Context: an optimization exercise on an open-source flow, tuned for small area, a short achievable clock period and few clock cycles per item. The choices shown serve that exercise and are no tape-out recipe. The RTL of this run was laid out without a check of its function. Power is estimated from default activity; no workload was simulated.

[run.sh]
#!/bin/bash
# synth_recipe.tcl (not shown) runs the flow's synth.tcl, then flattens the netlist and writes it again
# the make line also repeats each setting of config.mk as NAME=value (left out here)
make -C /OpenROAD-flow-scripts/flow DESIGN_CONFIG=/design/flow/config.mk WORK_HOME=/design/flow/orfs CLKGATE_MAP_FILE= SYNTH_SCRIPT=/design/flow/synth_recipe.tcl finish
[config.mk]
export PLATFORM = sky130hd
export DESIGN_NAME = intra_recon_top
export DESIGN_NICKNAME = intra_recon_top
export VERILOG_FILES = /design/flow/design.v
export SDC_FILE = /design/flow/constraint.sdc
export NUM_CORES = 4
export LEC_CHECK = 0
export CAP_MARGIN = 20
export CORE_MARGIN = 2
export CORE_UTILIZATION = 35
export SLEW_MARGIN = 20
[constraint.sdc]
create_clock -name core_clock -period 8.0 [get_ports {clk}]
set_input_delay 1.6000 -clock core_clock [delete_from_list [all_inputs] [get_ports {clk}]]
set_output_delay 1.6000 -clock core_clock [all_outputs]
set_load 0.01 [all_outputs]
[design.v]
`timescale 1ns/10ps
package intra_pkg;
    typedef enum logic [1:0] {
        mode_vertical,
        mode_horizontal,
        mode_dc,
        mode_diag_down_left
    } pred_mode_t;
    typedef enum logic [1:0] {
        fetch_idle,
        fetch_read,
        fetch_last
    } fetch_state_t;
    typedef struct packed {
        logic [7:0]                          blk_row;
        logic [7:0]                          blk_col;
        pred_mode_t                          mode;
        logic [15:0][8:0]      residual;
    } blk_req_t;
    typedef struct packed {
        logic [7:0][8-1:0]     top;
        logic [3:0][8-1:0]     left;
        logic [8-1:0]          corner;
    } neighbors_t;
    typedef struct packed {
        logic [15:0][8-1:0]    pix;
    } pix_block_t;
    function automatic logic [$clog2(16 * 16)-1:0] pix_addr(input int y, input int x);
        pix_addr = y * 16 + x;
    endfunction
endpackage
`timescale 1ns/10ps
module recon_store (
    input  logic                         clk,
    input  logic                         rst,
    input  logic                         rd_en,
    input  logic [$clog2(16 * 16)-1:0]  rd_addr,
    output logic [8-1:0]   rd_data,
    input  logic                         wr_en,
    input  logic [$clog2(16 * 16)-1:0]  wr_addr,
    input  logic [8-1:0]   wr_data
);
    logic [8-1:0] frame [16 * 16];
    always_ff @(posedge clk) begin
        if (wr_en) begin
            frame[wr_addr] <= wr_data;
        end
    end
    always_ff @(posedge clk) begin
        if (rst) begin
            rd_data <= '0;
        end else if (rd_en) begin
            rd_data <= frame[rd_addr];
        end
    end
endmodule
`timescale 1ns/10ps
module neighbor_fetch (
    input  logic                         clk,
    input  logic                         rst,
    input  logic                         go,
    input  logic [7:0]                   blk_row,
    input  logic [7:0]                   blk_col,
    output logic                         rd_en,
    output logic [$clog2(16 * 16)-1:0]  rd_addr,
    input  logic [8-1:0]   rd_data,
    output intra_pkg::neighbors_t        nbr,
    output logic                         nbr_valid
);
    intra_pkg::fetch_state_t                       state;
    logic [3:0]                         idx_q;
    logic [3:0]                         cur_idx;
    logic                               issue;
    logic                               avail;
    logic                               row_first;
    logic                               col_first;
    logic                               col_last;
    logic                               cap_valid;
    logic                               cap_avail;
    logic [3:0]                         cap_idx;
    logic [8-1:0]         cap_pix;
    logic [12:0][8-1:0]   pix_q;
    logic [12:0][8-1:0]   pix_c;
    assign row_first = blk_row == 8'd0;
    assign col_first = blk_col == 8'd0;
    assign col_last  = blk_col == 8'(16 / 4 - 1);
    assign issue   = (state != intra_pkg::fetch_idle) || go;
    assign cur_idx = (state == intra_pkg::fetch_idle) ? 4'd0 : idx_q;
    assign rd_en   = issue && avail;
    always_comb begin
        if (cur_idx == 4'd0) begin
            avail   = !row_first && !col_first;
            rd_addr = intra_pkg::pix_addr(int'(blk_row) * 4 - 1, int'(blk_col) * 4 - 1);
        end else if (cur_idx <= 4'd8) begin
            avail   = !row_first && !(col_last && cur_idx >= 4'd5);
            rd_addr = intra_pkg::pix_addr(int'(blk_row) * 4 - 1, int'(blk_col) * 4 + int'(cur_idx) - 1);
        end else begin
            avail   = !col_first;
            rd_addr = intra_pkg::pix_addr(int'(blk_row) * 4 + int'(cur_idx) - 9, int'(blk_col) * 4 - 1);
        end
    end
    always_ff @(posedge clk) begin
        if (rst) begin
            state     <= intra_pkg::fetch_idle;
            idx_q     <= 4'd0;
            cap_valid <= 1'b0;
            nbr_valid <= 1'b0;
        end else begin
            cap_valid <= issue;
            nbr_valid <= state == intra_pkg::fetch_last;
            case (state)
                intra_pkg::fetch_idle: begin
                    if (go) begin
                        state <= intra_pkg::fetch_read;
                        idx_q <= 4'd1;
                    end
                end
                intra_pkg::fetch_read: begin
                    idx_q <= idx_q + 4'd1;
                    if (idx_q == 4'd11) begin
                        state <= intra_pkg::fetch_last;
                    end
                end
                default: state <= intra_pkg::fetch_idle;
            endcase
        end
    end
    assign cap_pix = cap_avail ? rd_data : (8)'(128);
    always_ff @(posedge clk) begin
        cap_idx   <= cur_idx;
        cap_avail <= avail;
        if (cap_valid) begin
            pix_q[cap_idx] <= cap_pix;
        end
    end
    always_comb begin
        pix_c = pix_q;
        if (cap_valid) begin
            pix_c[cap_idx] = cap_pix;
        end
        nbr.corner = pix_c[0];
        for (int k = 0; k < 8; k++) begin
            nbr.top[k] = pix_c[k + 1];
        end
        for (int k = 0; k < 4; k++) begin
            nbr.left[k] = pix_c[k + 9];
        end
    end
endmodule
`timescale 1ns/10ps
module intra_pred4x4 (
    input  logic                   clk,
    input  logic                   rst,
    input  intra_pkg::neighbors_t  nbr,
    input  logic                   nbr_valid,
    input  intra_pkg::pred_mode_t  mode,
    output intra_pkg::pix_block_t  pred,
    output logic                   pred_valid
);
    intra_pkg::pix_block_t                    pred_c;
    logic [8+2:0]    dc_sum;
    logic [8+1:0]    ddl_sum;
    int                            n;
    always_comb begin
        dc_sum = (8+3)'(4);
        for (int k = 0; k < 4; k++) begin
            dc_sum = dc_sum + (8+3)'(nbr.top[k])
                            + (8+3)'(nbr.left[k]);
        end
        for (int y = 0; y < 4; y++) begin
            for (int x = 0; x < 4; x++) begin
                n = x + y;
                if (n == 6) begin
                    ddl_sum = (8+2)'(nbr.top[6])
                            + (8+2)'(nbr.top[7]) * (8+2)'(3)
                            + (8+2)'(2);
                end else begin
                    ddl_sum = (8+2)'(nbr.top[n])
                            + ((8+2)'(nbr.top[n + 1]) << 1)
                            + (8+2)'(nbr.top[n + 2])
                            + (8+2)'(2);
                end
                case (mode)
                    intra_pkg::mode_vertical:       pred_c.pix[y * 4 + x] = nbr.top[x];
                    intra_pkg::mode_horizontal:     pred_c.pix[y * 4 + x] = nbr.left[y];
                    intra_pkg::mode_dc:             pred_c.pix[y * 4 + x] = dc_sum[8+2:3];
                    intra_pkg::mode_diag_down_left: pred_c.pix[y * 4 + x] = ddl_sum[8+1:2];
                endcase
            end
        end
    end
    always_ff @(posedge clk) begin
        if (rst) begin
            pred_valid <= 1'b0;
        end else begin
            pred_valid <= nbr_valid;
        end
    end
    always_ff @(posedge clk) begin
        if (nbr_valid) begin
            pred <= pred_c;
        end
    end
endmodule
`timescale 1ns/10ps
module block_recon (
    input  logic                             clk,
    input  logic                             rst,
    input  intra_pkg::pix_block_t            pred,
    input  logic                             pred_valid,
    input  logic [15:0][8:0]   residual,
    input  logic [7:0]                       blk_row,
    input  logic [7:0]                       blk_col,
    output logic                             wr_en,
    output logic [$clog2(16 * 16)-1:0]      wr_addr,
    output logic [8-1:0]       wr_data,
    output intra_pkg::pix_block_t            recon,
    output logic                             done
);
    intra_pkg::pix_block_t                        clip_c;
    intra_pkg::pix_block_t                        blk_q;
    logic signed [8+2:0] sum_v;
    logic                              active_q;
    logic [3:0]                        cnt;
    always_comb begin
        for (int i = 0; i < 16; i++) begin
            sum_v = $signed({3'b000, pred.pix[i]})
                  + (8+3)'($signed(residual[i]));
            if (sum_v < 0) begin
                clip_c.pix[i] = '0;
            end else if (sum_v > $signed((8+3)'({8{1'b1}}))) begin
                clip_c.pix[i] = '1;
            end else begin
                clip_c.pix[i] = sum_v[8-1:0];
            end
        end
    end
    assign wr_en   = active_q;
    assign wr_data = blk_q.pix[cnt];
    assign wr_addr = intra_pkg::pix_addr(int'(blk_row) * 4 + int'(cnt[3:2]),
                              int'(blk_col) * 4 + int'(cnt[1:0]));
    always_ff @(posedge clk) begin
        if (rst) begin
            active_q <= 1'b0;
            cnt      <= 4'd0;
            done     <= 1'b0;
        end else begin
            done <= active_q && cnt == 4'd15;
            if (pred_valid) begin
                active_q <= 1'b1;
                cnt      <= 4'd0;
            end else if (active_q) begin
                cnt <= cnt + 4'd1;
                if (cnt == 4'd15) begin
                    active_q <= 1'b0;
                end
            end
        end
    end
    always_ff @(posedge clk) begin
        if (pred_valid) begin
            blk_q <= clip_c;
        end
        if (active_q && cnt == 4'd15) begin
            recon <= blk_q;
        end
    end
endmodule
`timescale 1ns/10ps
module intra_recon_top (
    input  logic                   clk,
    input  logic                   rst,
    input  logic                   start,
    input  logic [161:0]           req,
    output logic                   busy,
    output logic                   done,
    output logic [127:0]           recon
);
    intra_pkg::pix_block_t                      recon_b;
    assign recon = recon_b;
    intra_pkg::blk_req_t                        req_q;
    logic                            busy_q;
    logic                            go;
    logic                            accept;
    logic                            rd_en;
    logic [$clog2(16 * 16)-1:0]     rd_addr;
    logic [8-1:0]      rd_data;
    logic                            wr_en;
    logic [$clog2(16 * 16)-1:0]     wr_addr;
    logic [8-1:0]      wr_data;
    intra_pkg::neighbors_t                      nbr;
    logic                            nbr_valid;
    intra_pkg::pix_block_t                      pred;
    logic                            pred_valid;
    assign busy   = busy_q && !done;
    assign accept = start && !busy;
    always_ff @(posedge clk) begin
        if (rst) begin
            busy_q <= 1'b0;
            go     <= 1'b0;
        end else begin
            go <= accept;
            if (done) begin
                busy_q <= 1'b0;
            end
            if (accept) begin
                busy_q <= 1'b1;
            end
        end
    end
    always_ff @(posedge clk) begin
        if (accept) begin
            req_q <= req;
        end
    end
    recon_store i_store (
        .clk     (clk),
        .rst     (rst),
        .rd_en   (rd_en),
        .rd_addr (rd_addr),
        .rd_data (rd_data),
        .wr_en   (wr_en),
        .wr_addr (wr_addr),
        .wr_data (wr_data)
    );
    neighbor_fetch i_fetch (
        .clk       (clk),
        .rst       (rst),
        .go        (go),
        .blk_row   (req_q.blk_row),
        .blk_col   (req_q.blk_col),
        .rd_en     (rd_en),
        .rd_addr   (rd_addr),
        .rd_data   (rd_data),
        .nbr       (nbr),
        .nbr_valid (nbr_valid)
    );
    intra_pred4x4 i_pred (
        .clk        (clk),
        .rst        (rst),
        .nbr        (nbr),
        .nbr_valid  (nbr_valid),
        .mode       (req_q.mode),
        .pred       (pred),
        .pred_valid (pred_valid)
    );
    block_recon i_recon (
        .clk        (clk),
        .rst        (rst),
        .pred       (pred),
        .pred_valid (pred_valid),
        .residual   (req_q.residual),
        .blk_row    (req_q.blk_row),
        .blk_col    (req_q.blk_col),
        .wr_en      (wr_en),
        .wr_addr    (wr_addr),
        .wr_data    (wr_data),
        .recon      (recon_b),
        .done       (done)
    );
endmodule
==> run_results.csv <==
group,metric,value,unit
synthesis,warnings_synthesis,5,
floorplanning,die_width,575,um
power_and_ir_drop,power.total,30600,uW
min_path,timing.hold.worst.class,"flop to flop",
cts,cts_tree,"yes",
setup_path,crit_path_start_kind,"flop",
setup_path,cp_num_buf_inv,5,
synthesis,syn_nets,8562,
sta,post-route-min-period,7.54,ns
sta,max_clock_freq,133,MHz
synthesis,post_synth_inst_count,8054,
sta,setup-tns-final,0,ns
sta,fin_crit_sh,94.2,%
route,firstDrtPassIters,6,
route,postRouteAntennaNets,0,
floorplanning,die_height,575,um
synthesis,asr_flop_ratio_synth,0,%
sta,timing_worst_slew_pin_value,1.27,ns
setup_path,critPathRequiredTime,8.63,ns
cts,clock_insertion_delay_worst_skew,0.91,ns
global_route,grt_max_degree,203,
power_and_ir_drop,vdd.ir_drop.worst,0.000176,V
flow_run,max_cap_viol_count,0,
setup_path,critPathArrivalTime,8.17,ns
sta,unrepaired_setup_endpoints_after_global_routing,"false",
synthesis,ranking_of_synthesized_cells_by_area,"edfxtp_1 68%, nand2_1 3.6%, o221ai_1 3.4%, ha_1 2.6%, dfxtp_1 2.2%",
synthesis,portion_of_synthesized_cell_area_occupied_by_the_leading_cell_type,68.3,%
floorplanning,ios,295,
setup_path,cpLargestDelayFamily,"adder cells",
placement,detailed_placement_wirelength_estimate,220000,um
route,drc,0,
route,drt-wirelength-per-cell,26.5,um
sta,post-route-worst-setup-slack,0.464,ns
sta,maxSlewViolCount,0,
synthesis,mappedNetlistArea,114000,sq um
synthesis,post-synth-top-area-cell,"edfxtp_1",
route,drt_iter0_drc,8921,
sta,timing.final.setup_violations,0,
cts,ctsLongestPathBuffers,4,
setup_path,timing.setup.critical_path_class,"flop to flop",
synthesis,postSynthRegisterBits,2720,
floorplanning,starting_density,35.2,%
synthesis,synth_top_flop_cell,"edfxtp_1",
layout,design.final.nets,8854,
placement,gp_congestion,0.931,
synthesis,sequential_share_of_the_synthesized_area,70.5,%
setup_path,worstSetupEndpointType,"flop",
synthesis,synth-edff-count,2594,
cts,cts.clk_slew.worst_paths,0.06,ns
layout,post_route_cells_drive_above_1_share,8.35,%
setup_path,timing.critical_path.fanout_max,10,
floorplanning,placeableCoreArea,324000,sq um
sta,slew-limit-headroom,14.3,%
sta,final_hold_viol_count,0,
layout,n_fill_cell,29500,
placement,place.port_buffers,294,
layout,syn_to_final_growth,15.4,%
global_route,first_global_vias,69800,
route,route.vias.total,72100,
power_and_ir_drop,cellLeakagePower,0.0442,uW
synthesis,synth.distinct_cells,83,
route,drt-vias-per-instance,5.59,
synthesis,postSynthAreaPerCell,14.2,sq um
outcome,run_status,"timing/DRC/antenna clean",
global_route,number_of_antenna_violations_at_the_first_check_in_global_routing,12,
placement,dp_slack,0.413,ns
cts,clock_sink_count,2720,
global_route,global_route.overflow_total,0,
route,wirelength,342000,um
cts,ctsRootBufferMaster,"clkbuf_16",
sta,fin_skew,0.0822,ns
cts,cts_htree_levels,5,
floorplanning,design.die.area,330000,sq um
global_route,grt_pass1_wl,492000,um
cts,cts_inserted_buffers,297,
setup_path,critical-path-max-stage-delay,0.52,ns
power_and_ir_drop,power.density_cell_area,233,nW/um^2
floorplanning,placementRows,209,
global_route,grt_util_all_layers,20.1,%
setup_path,critical-path-slowest-cell,"dfxtp_1",
[what timing repair did]
action | in CTS | in global routing
buffers inserted | 0 | 0
resized for setup | 0 | 3
setup endpoints to repair | 0 | 5
hold buffers | 0 | 0
[registers in the layout, summed over array words and instances, names as in the netlist, 2 cells and up]
register	cells
i_fetch.state	2
i_recon.blk_q	128
i_pred.pred	128
req_q	162
i_recon.recon	128
i_store.rd_data	8
i_fetch.idx_q	4
i_fetch.pix_q	96
i_store.frame	2048
i_recon.cnt	4
i_fetch.cap_idx	4
[path summary, 6_finish.rpt]
kind                              startpoint                     endpoint  slack, ns  cells after the start
max               i_fetch.cap_idx[0]$_DFF_P_    i_pred.pred[71]$_DFFE_PP_       0.46                     27
min          i_recon.blk_q[68]$_SDFFCE_PN0P_  i_recon.recon[68]$_DFFE_PP_       0.44                      0
max reg2reg       i_fetch.cap_idx[0]$_DFF_P_    i_pred.pred[71]$_DFFE_PP_       0.46                     27
min reg2reg  i_recon.blk_q[68]$_SDFFCE_PN0P_  i_recon.recon[68]$_DFFE_PP_       0.44                      0
[routing by layer]
metal  GRT usage (%)  vias to the layer above  part of all wire (%)
li1                -                    31500                     -
met1            27.9                    36400                    42
met2            31.2                     3622                    45
met3            3.83                      608                   9.1
met4            7.55                        2                   3.9
met5               0                        -                0.0038
[layout by cell type (no fill, tap or decap), types with 141 or more instances in the layout]
| master | instances |
|---|---|
| nor2_1 | 417 |
| inv_1 | 277 |
| ha_1 | 235 |
| clkbuf_16 | 309 |
| a21oi_1 | 437 |
| clkdlybuf4s50_1 | 294 |
| o21ai_0 | 172 |
| buf_4 | 141 |
| nand3_1 | 405 |
| o221ai_1 | 442 |
| nand2_1 | 1078 |
| edfxtp_1 | 2594 |
[synth_stat cells (18+ instances only)]
cell	count
inv_1	277
a311oi_1	43
o221ai_1	443
ha_1	235
o21ai_1	36
nor2b_1	18
nand3_1	412
o211ai_1	25
clkbuf_1	246
dfxtp_1	126
mux2i_1	38
a21o_1	58
edfxtp_1	2594
nor4_1	70
buf_1	45
and3_1	34
a211oi_1	30
o21bai_1	65
xnor2_1	135
nor2_1	426
a21oi_1	437
nand2_1	1081
o21a_1	130
o22ai_1	92
buf_2	158
mux4_2	79
a31oi_1	108
o21ai_0	173
xor2_1	48
nor3_1	38
nand2b_1	31
fa_1	108
[worst reg2reg max path: cells and delay by family (launching register included)]
family                   cells  cell delay [ns]
multiplexers                 1             0.27
XOR/XNOR                     2             0.31
AO/OA/AOI/OAI                8             1.66
buffers and inverters        5             0.64
adder cells (fa/ha/maj)      7             2.78
AND/OR/NAND/NOR              4             1.13
flip-flops                   1             0.52
[area by class of cell]
class	count	area [sq um]	area share, %
Sequential cell	2720	80400	61.1
Multi-Input combinational cell	4588	30700	23.4
Clock buffer	368	7970	6.06
Tap cell	4325	5410	4.11
Timing Repair Buffer	461	4520	3.44
Clock inverter	161	1450	1.10
Inverter	278	1040	0.793
Antenna cell	8	20.0	0.0152
[power by group]
group | total, uW | leakage [uW] | switching (uW) | internal (uW)
Combinational | 1650 | 0.0151 | 1120 | 534
Clock | 13400 | 0.00459 | 5630 | 7810
Sequential | 15500 | 0.0245 | 66.2 | 15500
[cell families (layout without fill, tap and decap cells)]
kind of cell | Yosys count | in the layout | synth area share (%)
xor gates and xnor gates | 183 | 183 | 1.41
AOI/OAI and AO/OA | 1751 | 1751 | 10.6
buffers and inverters | 746 | 1268 | 2.71
DFF | 2720 | 2720 | 70.5
muxes | 132 | 132 | 2.06
and+or+nand+nor | 2179 | 2179 | 8.21
other | 0 | 8 | 0
adders and majority gates | 343 | 343 | 4.48
[stage by stage]
stage | instances | utilization [%] | hold slack [ns] | instance area, sq um
floorplan | 8054 | - | 0.421 | 114000
detailed placement | 12400 | 37.7 | 0.436 | 122000
CTS | 12900 | 40.6 | 0.440 | 132000
finish | 12900 | 40.6 | 0.444 | 132000
global route | 12900 | 40.6 | 0.454 | 132000
global placement | 12400 | 37.6 | 0.432 | 122000

[static timing again, ports no longer ideal]
Ports are ideal in the flow. The routed layout listed here was re-timed in OpenROAD.
Step 1 sets driving cells, clkbuf_16 on the clock port and buf_2 on the other inputs (assumed; they add their load-dependent delay and slew).
Step 2 times the ports against the registers' clock, not the clock port: input delays grow and output delays shrink by t, the midpoint of the rising clock arrivals with the driver on.
Three values: ideal, step 1, step 2; two values: the first two.
t, ns: 0.978
setup slack, ns: 0.464 / 0.464 / 0.464
hold WS [ns]: 0.444 / 0.444 / 0.444
worst setup path after step 2: register to register
After both steps this run still meets setup and hold. The setup slack of this run moves by 0.000 ns with the drivers and by 0.000 ns with both steps.
